From an optimization exercise on the open Yosys and OpenROAD flow, aimed at small area, a short achievable clock period and few clock cycles per item; shortcuts taken in it are not production practice.
The RTL was checked by simulation tests, not by an equivalence proof against the original design.
Power and IR drop assume default switching activity.

File: design.v
package sigmoidPkg;
    localparam int DATA_W = 16;
    localparam int FRAC_W = 8;
    localparam int SEG_W = 8;
    localparam int SEG_MIN = -60;
    localparam int SEG_MAX = 60;
    localparam int SEG_COUNT = SEG_MAX - SEG_MIN + 1;
    typedef logic signed [DATA_W-1:0] preAct_t;
    typedef logic [DATA_W-1:0] act_t;
    typedef logic signed [SEG_W-1:0] segIdx_t;
    typedef enum logic [1:0] {
        SEG_LOW,
        SEG_MID,
        SEG_HIGH
    } segKind_e;
    typedef struct packed {
        segKind_e kind;
        segIdx_t  idx;
    } lookup_s;
    typedef enum logic [1:0] {
        BUF_EMPTY,
        BUF_ONE,
        BUF_TWO
    } bufState_e;
    function automatic act_t sigmoidTable(input logic [6:0] addr);
        case (addr)
            7'd0: sigmoidTable = 16'd0;   
            7'd1: sigmoidTable = 16'd1;
            7'd2: sigmoidTable = 16'd1;
            7'd3: sigmoidTable = 16'd1;
            7'd4: sigmoidTable = 16'd1;
            7'd5: sigmoidTable = 16'd1;
            7'd6: sigmoidTable = 16'd1;
            7'd7: sigmoidTable = 16'd1;
            7'd8: sigmoidTable = 16'd1;
            7'd9: sigmoidTable = 16'd2;
            7'd10: sigmoidTable = 16'd2;   
            7'd11: sigmoidTable = 16'd2;
            7'd12: sigmoidTable = 16'd2;
            7'd13: sigmoidTable = 16'd2;
            7'd14: sigmoidTable = 16'd3;
            7'd15: sigmoidTable = 16'd3;
            7'd16: sigmoidTable = 16'd3;
            7'd17: sigmoidTable = 16'd3;
            7'd18: sigmoidTable = 16'd4;
            7'd19: sigmoidTable = 16'd4;
            7'd20: sigmoidTable = 16'd5;   
            7'd21: sigmoidTable = 16'd5;
            7'd22: sigmoidTable = 16'd6;
            7'd23: sigmoidTable = 16'd6;
            7'd24: sigmoidTable = 16'd7;
            7'd25: sigmoidTable = 16'd8;
            7'd26: sigmoidTable = 16'd8;
            7'd27: sigmoidTable = 16'd9;
            7'd28: sigmoidTable = 16'd10;
            7'd29: sigmoidTable = 16'd11;
            7'd30: sigmoidTable = 16'd12;   
            7'd31: sigmoidTable = 16'd13;
            7'd32: sigmoidTable = 16'd15;
            7'd33: sigmoidTable = 16'd16;
            7'd34: sigmoidTable = 16'd18;
            7'd35: sigmoidTable = 16'd19;
            7'd36: sigmoidTable = 16'd21;
            7'd37: sigmoidTable = 16'd23;
            7'd38: sigmoidTable = 16'd26;
            7'd39: sigmoidTable = 16'd28;
            7'd40: sigmoidTable = 16'd31;   
            7'd41: sigmoidTable = 16'd33;
            7'd42: sigmoidTable = 16'd36;
            7'd43: sigmoidTable = 16'd40;
            7'd44: sigmoidTable = 16'd43;
            7'd45: sigmoidTable = 16'd47;
            7'd46: sigmoidTable = 16'd51;
            7'd47: sigmoidTable = 16'd55;
            7'd48: sigmoidTable = 16'd59;
            7'd49: sigmoidTable = 16'd64;
            7'd50: sigmoidTable = 16'd69;   
            7'd51: sigmoidTable = 16'd74;
            7'd52: sigmoidTable = 16'd79;
            7'd53: sigmoidTable = 16'd85;
            7'd54: sigmoidTable = 16'd91;
            7'd55: sigmoidTable = 16'd97;
            7'd56: sigmoidTable = 16'd103;
            7'd57: sigmoidTable = 16'd109;
            7'd58: sigmoidTable = 16'd115;
            7'd59: sigmoidTable = 16'd122;
            7'd60: sigmoidTable = 16'd128;   
            7'd61: sigmoidTable = 16'd134;
            7'd62: sigmoidTable = 16'd141;
            7'd63: sigmoidTable = 16'd147;
            7'd64: sigmoidTable = 16'd153;
            7'd65: sigmoidTable = 16'd159;
            7'd66: sigmoidTable = 16'd165;
            7'd67: sigmoidTable = 16'd171;
            7'd68: sigmoidTable = 16'd177;
            7'd69: sigmoidTable = 16'd182;
            7'd70: sigmoidTable = 16'd187;   
            7'd71: sigmoidTable = 16'd192;
            7'd72: sigmoidTable = 16'd197;
            7'd73: sigmoidTable = 16'd201;
            7'd74: sigmoidTable = 16'd205;
            7'd75: sigmoidTable = 16'd209;
            7'd76: sigmoidTable = 16'd213;
            7'd77: sigmoidTable = 16'd216;
            7'd78: sigmoidTable = 16'd220;
            7'd79: sigmoidTable = 16'd223;
            7'd80: sigmoidTable = 16'd225;   
            7'd81: sigmoidTable = 16'd228;
            7'd82: sigmoidTable = 16'd230;
            7'd83: sigmoidTable = 16'd233;
            7'd84: sigmoidTable = 16'd235;
            7'd85: sigmoidTable = 16'd237;
            7'd86: sigmoidTable = 16'd238;
            7'd87: sigmoidTable = 16'd240;
            7'd88: sigmoidTable = 16'd241;
            7'd89: sigmoidTable = 16'd243;
            7'd90: sigmoidTable = 16'd244;   
            7'd91: sigmoidTable = 16'd245;
            7'd92: sigmoidTable = 16'd246;
            7'd93: sigmoidTable = 16'd247;
            7'd94: sigmoidTable = 16'd248;
            7'd95: sigmoidTable = 16'd248;
            7'd96: sigmoidTable = 16'd249;
            7'd97: sigmoidTable = 16'd250;
            7'd98: sigmoidTable = 16'd250;
            7'd99: sigmoidTable = 16'd251;
            7'd100: sigmoidTable = 16'd251;   
            7'd101: sigmoidTable = 16'd252;
            7'd102: sigmoidTable = 16'd252;
            7'd103: sigmoidTable = 16'd253;
            7'd104: sigmoidTable = 16'd253;
            7'd105: sigmoidTable = 16'd253;
            7'd106: sigmoidTable = 16'd253;
            7'd107: sigmoidTable = 16'd254;
            7'd108: sigmoidTable = 16'd254;
            7'd109: sigmoidTable = 16'd254;
            7'd110: sigmoidTable = 16'd254;   
            7'd111: sigmoidTable = 16'd254;
            7'd112: sigmoidTable = 16'd255;
            7'd113: sigmoidTable = 16'd255;
            7'd114: sigmoidTable = 16'd255;
            7'd115: sigmoidTable = 16'd255;
            7'd116: sigmoidTable = 16'd255;
            7'd117: sigmoidTable = 16'd255;
            7'd118: sigmoidTable = 16'd255;
            7'd119: sigmoidTable = 16'd255;
            7'd120: sigmoidTable = 16'd256;   
            default: sigmoidTable = 16'd0;
        endcase
    endfunction
endpackage
`timescale 1ns/1ps
module neuronDispatch #(
    parameter int NUM_LANES = 10
) (
    input  logic                                 clk,
    input  logic                                 rst,
    input  logic                                 inValid,
    output logic                                 inReady,
    input  sigmoidPkg::preAct_t [NUM_LANES-1:0] inData,
    input  logic                                 collectReady,
    output sigmoidPkg::preAct_t [NUM_LANES-1:0] laneIn,
    output logic                                 advance,
    output logic                                 resValid
);
    logic holdValid;
    logic stage1Valid;
    logic stage2Valid;
    logic running;
    logic accept;
    assign advance = !(stage2Valid && !collectReady);
    assign inReady = running && (advance || !holdValid);
    assign accept = inValid && inReady;
    assign resValid = stage2Valid;
    always_ff @(posedge clk) begin
        if (rst) begin
            running <= 1'b0;
            holdValid <= 1'b0;
            stage1Valid <= 1'b0;
            stage2Valid <= 1'b0;
        end else begin
            running <= 1'b1;
            holdValid <= accept || (holdValid && !advance);
            if (advance) begin
                stage1Valid <= holdValid;
                stage2Valid <= stage1Valid;
            end
        end
    end
    always_ff @(posedge clk) begin
        if (accept) begin
            laneIn <= inData;
        end
    end
endmodule
`timescale 1ns/1ps
module sigmoidLane (
    input  logic                clk,
    input  logic                rst,
    input  logic                advance,
    input  sigmoidPkg::preAct_t laneIn,
    output sigmoidPkg::act_t    result
);
    localparam int PROD_W = sigmoidPkg::DATA_W + 4;
    localparam int HALF = 1 << (sigmoidPkg::FRAC_W - 1);
    localparam int ADDR_W = $clog2(sigmoidPkg::SEG_COUNT);
    logic signed [PROD_W-1:0] scaled;
    logic signed [PROD_W-1:0] rawIdx;
    sigmoidPkg::lookup_s segNext;
    sigmoidPkg::lookup_s seg;
    logic [ADDR_W-1:0] tableAddr;
    assign scaled = PROD_W'(laneIn) * PROD_W'(10) + PROD_W'(HALF);
    assign rawIdx = scaled >>> sigmoidPkg::FRAC_W;
    always_comb begin
        if (rawIdx <= sigmoidPkg::SEG_MIN) begin
            segNext.kind = sigmoidPkg::SEG_LOW;
            segNext.idx = sigmoidPkg::segIdx_t'(sigmoidPkg::SEG_MIN);
        end else if (rawIdx >= sigmoidPkg::SEG_MAX) begin
            segNext.kind = sigmoidPkg::SEG_HIGH;
            segNext.idx = sigmoidPkg::segIdx_t'(sigmoidPkg::SEG_MAX);
        end else begin
            segNext.kind = sigmoidPkg::SEG_MID;
            segNext.idx = sigmoidPkg::segIdx_t'(rawIdx);
        end
    end
    always_ff @(posedge clk) begin
        if (advance) begin
            seg <= segNext;
        end
    end
    assign tableAddr = ADDR_W'(seg.idx - sigmoidPkg::SEG_MIN);
    always_ff @(posedge clk) begin
        if (advance) begin
            case (seg.kind)
                sigmoidPkg::SEG_LOW:  result <= '0;
                sigmoidPkg::SEG_HIGH: result <= sigmoidPkg::act_t'(1 << sigmoidPkg::FRAC_W);
                default:              result <= sigmoidPkg::sigmoidTable(tableAddr);
            endcase
        end
    end
endmodule
`timescale 1ns/1ps
module activationCollect #(
    parameter int NUM_LANES = 10
) (
    input  logic                              clk,
    input  logic                              rst,
    input  logic                              resValid,
    input  logic                              advance,
    input  sigmoidPkg::act_t [NUM_LANES-1:0] laneRes,
    output logic                              collectReady,
    output logic                              outValid,
    input  logic                              outReady,
    output sigmoidPkg::act_t [NUM_LANES-1:0] outData
);
    sigmoidPkg::bufState_e state;
    sigmoidPkg::act_t [NUM_LANES-1:0] spare;
    logic push;
    logic pop;
    assign push = resValid && advance;
    assign pop = outValid && outReady;
    assign outValid = (state != sigmoidPkg::BUF_EMPTY);
    assign collectReady = (state != sigmoidPkg::BUF_TWO);
    always_ff @(posedge clk) begin
        if (rst) begin
            state <= sigmoidPkg::BUF_EMPTY;
        end else begin
            case (state)
                sigmoidPkg::BUF_EMPTY: begin
                    if (push) begin
                        state <= sigmoidPkg::BUF_ONE;
                    end
                end
                sigmoidPkg::BUF_ONE: begin
                    if (push && !pop) begin
                        state <= sigmoidPkg::BUF_TWO;
                    end else if (pop && !push) begin
                        state <= sigmoidPkg::BUF_EMPTY;
                    end
                end
                sigmoidPkg::BUF_TWO: begin
                    if (pop && !push) begin
                        state <= sigmoidPkg::BUF_ONE;
                    end
                end
                default: state <= sigmoidPkg::BUF_EMPTY;
            endcase
        end
    end
    always_ff @(posedge clk) begin
        case (state)
            sigmoidPkg::BUF_EMPTY: begin
                if (push) begin
                    outData <= laneRes;
                end
            end
            sigmoidPkg::BUF_ONE: begin
                if (push && pop) begin
                    outData <= laneRes;
                end else if (push) begin
                    spare <= laneRes;
                end
            end
            sigmoidPkg::BUF_TWO: begin
                if (pop) begin
                    outData <= spare;
                    if (push) begin
                        spare <= laneRes;
                    end
                end
            end
            default: begin
            end
        endcase
    end
endmodule
`timescale 1ns/1ps
module sigmoidLayer #(
    parameter int NUM_LANES = 10
) (
    input  logic                                 clk,
    input  logic                                 rst,
    input  logic                                 inValid,
    output logic                                 inReady,
    input  sigmoidPkg::preAct_t [NUM_LANES-1:0] inData,
    output logic                                 outValid,
    input  logic                                 outReady,
    output sigmoidPkg::act_t [NUM_LANES-1:0]    outData
);
    sigmoidPkg::preAct_t [NUM_LANES-1:0] laneIn;
    sigmoidPkg::act_t [NUM_LANES-1:0] laneRes;
    logic advance;
    logic resValid;
    logic collectReady;
    neuronDispatch #(
        .NUM_LANES(NUM_LANES)
    ) dispatch0 (
        .clk(clk),
        .rst(rst),
        .inValid(inValid),
        .inReady(inReady),
        .inData(inData),
        .collectReady(collectReady),
        .laneIn(laneIn),
        .advance(advance),
        .resValid(resValid)
    );
    for (genvar i = 0; i < NUM_LANES; i++) begin : genLane
        sigmoidLane lane (
            .clk(clk),
            .rst(rst),
            .advance(advance),
            .laneIn(laneIn[i]),
            .result(laneRes[i])
        );
    end
    activationCollect #(
        .NUM_LANES(NUM_LANES)
    ) collect0 (
        .clk(clk),
        .rst(rst),
        .resValid(resValid),
        .advance(advance),
        .laneRes(laneRes),
        .collectReady(collectReady),
        .outValid(outValid),
        .outReady(outReady),
        .outData(outData)
    );
endmodule
File: run.sh
#!/bin/bash
# synth_recipe.tcl (not shown) runs the flow's synth.tcl, then flattens the netlist and writes it again
# the make line also repeats each setting of config.mk as NAME=value (left out here)
make -C /OpenROAD-flow-scripts/flow DESIGN_CONFIG=/design/flow/config.mk WORK_HOME=/design/flow/orfs CLKGATE_MAP_FILE= SYNTH_SCRIPT=/design/flow/synth_recipe.tcl finish
File: config.mk
export PLATFORM = sky130hd
export DESIGN_NAME = sigmoidLayer
export DESIGN_NICKNAME = sigmoidLayer
export VERILOG_FILES = /design/flow/design.v
export SDC_FILE = /design/flow/constraint.sdc
export NUM_CORES = 4
export LEC_CHECK = 0
export CAP_MARGIN = 20
export CORE_MARGIN = 2
export CORE_UTILIZATION = 40
export PLACE_DENSITY = 0.6
export SLEW_MARGIN = 20
File: constraint.sdc
create_clock -name core_clock -period 4.5 [get_ports {clk}]
set_input_delay 0.9000 -clock core_clock [delete_from_list [all_inputs] [get_ports {clk}]]
set_output_delay 0.9000 -clock core_clock [all_outputs]
set_load 0.01 [all_outputs]
==> results.sh <==
export IMPL_cp_required_ns=4.88
export IMPL_drt_wirelength_per_cell_um=16.6
export IMPL_htree_levels=3
export IMPL_path_buf_inv=0
export IMPL_status="no timing/DRC/antenna violations"
export IMPL_drtPass1Iterations=6
export IMPL_layout_setup_ws_ns=0.165
export IMPL_min_period_over_period_pct=96.3
export IMPL_clockRootBuffer="clkbuf_16"
export IMPL_pre_cts_ws_ns=0.0116
export IMPL_synth_edff_count=520
export IMPL_dpl_hpwl_mm=72.8
export IMPL_final_cell_mix="520 x edfxtp_1, 429 x ha_1, 353 x nor2_1"
export IMPL_fin_total_pwr_mw=19.2
export IMPL_crit_path_frequent_cell="ha_1"
export IMPL_place_gp_congestion=0.859
export IMPL_clk_latency_ns=0.63
export IMPL_maxSlewViolCount=0
export IMPL_fin_worst_hold_slack_ns=0.439
export IMPL_synth_warnings=3
export IMPL_num_io_pins=326
export IMPL_placeableCoreArea_um2=107000
export IMPL_ys_seq_area_share_pct=36.2
export IMPL_p_per_area_nw_per_um2=383
export IMPL_cp_start_kind="register"
export IMPL_syn_area_um2=43400
export IMPL_synth_main_ff_cell="edfxtp_1"
export IMPL_hp_start="genLane[7].lane.result[8]"
export IMPL_ir_drop_v=0.000281
export IMPL_clockBufferDepth=3
export IMPL_first_iter_violations=2547
export IMPL_grt_pass1_vias=33240
export IMPL_area_delta_synth_final_pct=15.4
export IMPL_yosys_register_bits=526
export IMPL_reg2reg_from="dispatch0.laneIn[130]"
export IMPL_avgSynthCellArea_um2=9.47
export IMPL_finalSetupViolCount=0
export IMPL_cts_sinks=526
export IMPL_path_class="reg -> reg"
export IMPL_layout_commonest_cell="edfxtp_1"
export IMPL_path_cells="ha_1 -> ha_1 -> and4_1 -> o311ai_4 -> a2111oi_2 -> o31a_1 -> or2_2 -> a2111oi_1 -> a211o_1 -> a311o_1 -> or4b_4 -> a22o_1"
export IMPL_path_clk_slew_ns=0.06
export IMPL_power_leakage_nw=19.5
export IMPL_wl_mm=104
export IMPL_path_delay_family="compound AO/OA/AOI/OAI gates"
export IMPL_max_cap_viol_count=0
export IMPL_overflow=0
export IMPL_initial_core_util_pct=40.4
export IMPL_synth_top_area_share_pct=36.0
export IMPL_hold_viol=0
export IMPL_cts_hold_buffers=0
export IMPL_cts_buffers=66
export IMPL_die_w_um=333
export IMPL_startpoint="dispatch0.laneIn[130]"
export IMPL_end_kind="register"
export IMPL_ys_async_sr_fraction_pct=0
export IMPL_nFillCells=10149
export IMPL_die_area_um2=111000
export IMPL_grt_total_usage_pct=18.0
export IMPL_worst_pin_slew_ns=1.11
export IMPL_synthTopCellsByArea="edfxtp_1 36%, ha_1 13%, a21oi_1 3.5%"
export IMPL_grt_max_degree=107
export IMPL_num_vias=35629
export IMPL_rows=120
export IMPL_synth_largest_area_cell="edfxtp_1"
export IMPL_timing_critical_path_arrival_ns=4.72
export IMPL_final_util_pct=46.7
export IMPL_cts_tree="done"
export IMPL_port_buffers=255
export IMPL_drive_above_1_share_pct=9.60
export IMPL_ys_types=109
export IMPL_antenna_found_initial=11
export IMPL_grt_pass1_wl_mm=169
export IMPL_routed_via_density=5.72
export IMPL_die_y_um=333
export IMPL_min_path_type="reg -> reg"
export IMPL_slowest_delay_ns=0.50
export IMPL_finalClockSkew_ns=0.0220
export IMPL_crit_fanout=8
export IMPL_max_freq_mhz=231
export IMPL_finalCriticalPeriod_ns=4.33
export IMPL_slowest_stage="or4b_4"
export IMPL_antenna_left=0
export IMPL_drc=0
export IMPL_synthCells=4584
export IMPL_slew_headroom_pct=25.9
export IMPL_fin_nets=5373
[per-layer routing]
layer | routed length [um] | part of all wire (%) | up-vias | track usage, %
met5 | 92 | 0.089 | - | 0
met3 | 5220 | 5.0 | 175 | 3.43
met4 | 2660 | 2.6 | 16 | 5.26
met1 | 47900 | 46 | 16833 | 24.2
met2 | 47700 | 46 | 790 | 29.2
li1 | - | - | 17815 | -
[synth_stat cells (27+ instances only)]
| cell type | instances |
|---|---|
| a2111oi_0 | 30 |
| a211oi_1 | 118 |
| a21boi_0 | 27 |
| a21o_1 | 43 |
| a21oi_1 | 303 |
| a22oi_1 | 30 |
| a31oi_1 | 54 |
| and2_1 | 38 |
| and3_1 | 51 |
| buf_1 | 38 |
| buf_4 | 70 |
| clkbuf_1 | 213 |
| edfxtp_1 | 520 |
| ha_1 | 435 |
| inv_1 | 140 |
| mux2_2 | 101 |
| mux2i_1 | 41 |
| nand2_1 | 317 |
| nand2b_1 | 58 |
| nand3_1 | 110 |
| nand4_1 | 44 |
| nor2_1 | 355 |
| nor2b_1 | 45 |
| nor3_1 | 142 |
| nor4_1 | 38 |
| o2111ai_1 | 28 |
| o211ai_1 | 93 |
| o21a_1 | 51 |
| o21ai_0 | 294 |
| o22ai_1 | 32 |
| or3_1 | 40 |
| xnor2_1 | 121 |
| xor2_1 | 93 |
[what timing repair did]
item	in CTS	in global routing
endpoints found under the hold margin	0	0
setup endpoints to repair	0	46
gates resized for setup	0	53
buffers inserted	0	9
[final timing paths]
| kind | depth (start not counted) | slack (ns) | to |
|---|---|---|---|
| max | 12 | 0.17 | genLane[8].lane.seg[2] |
| min | 0 | 0.44 | collect0.spare[120] |
| min reg2reg | 0 | 0.44 | collect0.spare[120] |
| max reg2reg | 12 | 0.17 | genLane[8].lane.seg[2] |
[stage by stage]
stage / TNS (ns) / area [um2] / cells
after floorplan: 0 / 43700 / 4653
after global placement: 0 / 47500 / 6099
after detailed placement: 0 / 47500 / 6099
after CTS: 0 / 49800 / 6217
after global routing: -0.0104 / 50100 / 6229
final: 0 / 50100 / 6229
[registers in the layout (all words and copies together) (netlist names)]
| signal | flops |
|---|---|
| dispatch0.holdValid | 1 |
| genLane.lane.result | 90 |
| genLane.lane.seg | 90 |
| dispatch0.laneIn | 160 |
| dispatch0.stage1Valid | 1 |
| collect0.state | 2 |
| collect0.outData | 90 |
| dispatch0.stage2Valid | 1 |
| dispatch0.running | 1 |
| collect0.spare | 90 |
[where the power goes]
part	total, mW	switching, mW	internal, mW
Clock	5.52	2.16	3.36
Sequential	6.67	0.416	6.25
Combinational	6.99	3.93	3.06
[layout make-up]
cell class	instances	area (um2)	area share [%]
antenna	2	5.00	0.00999
tap	1403	1760	3.50
inverter	150	567	1.13
timing repair buffer	386	3620	7.23
sequential	526	15700	31.4
multi-input combinational	3644	26100	52.2
clock inverter	40	434	0.867
clock buffer	78	1820	3.64
[kinds of logic after synthesis]
group | synth area share [%]
flip-flops | 36.2
other | 0.00864
buffers and inverters | 4.83
AO/OA/AOI/OAI | 21.7
multiplexers | 4.50
XOR/XNOR | 4.37
AND/OR/NAND/NOR | 15.7
adder cells (fa/ha/maj) | 12.6
Testbench counts, summed over its fixed seeds: cycles 16,040, beats 16,000.

[what the ideal ports hide]
How much do the figures lean on ideal ports? The routed layout below was timed once more, with nothing changed but the port constraints. Step 1 assumes that a clkbuf_16 drives the clock port and a buf_2 every other input. Step 2 moves the port delays by t, midway between the first and last clock arrival at a register: inputs arrive t later, outputs are due t later. That takes back most of the time a late clock gives input paths. Three values: ideal ports, drivers, drivers and shift; two values: the first two.
t, ns: 0.688
setup slack, ns: 0.165 / 0.165 / 0.165
hold WS [ns]: 0.439 / 0.439 / 0.439
worst data-port slew with drivers (ns): 0.12
cell pins on the clock port's net: 1
After both steps this run still meets setup and hold. The setup slack of this run moves by 0.000 ns with the drivers and by 0.000 ns with both steps.
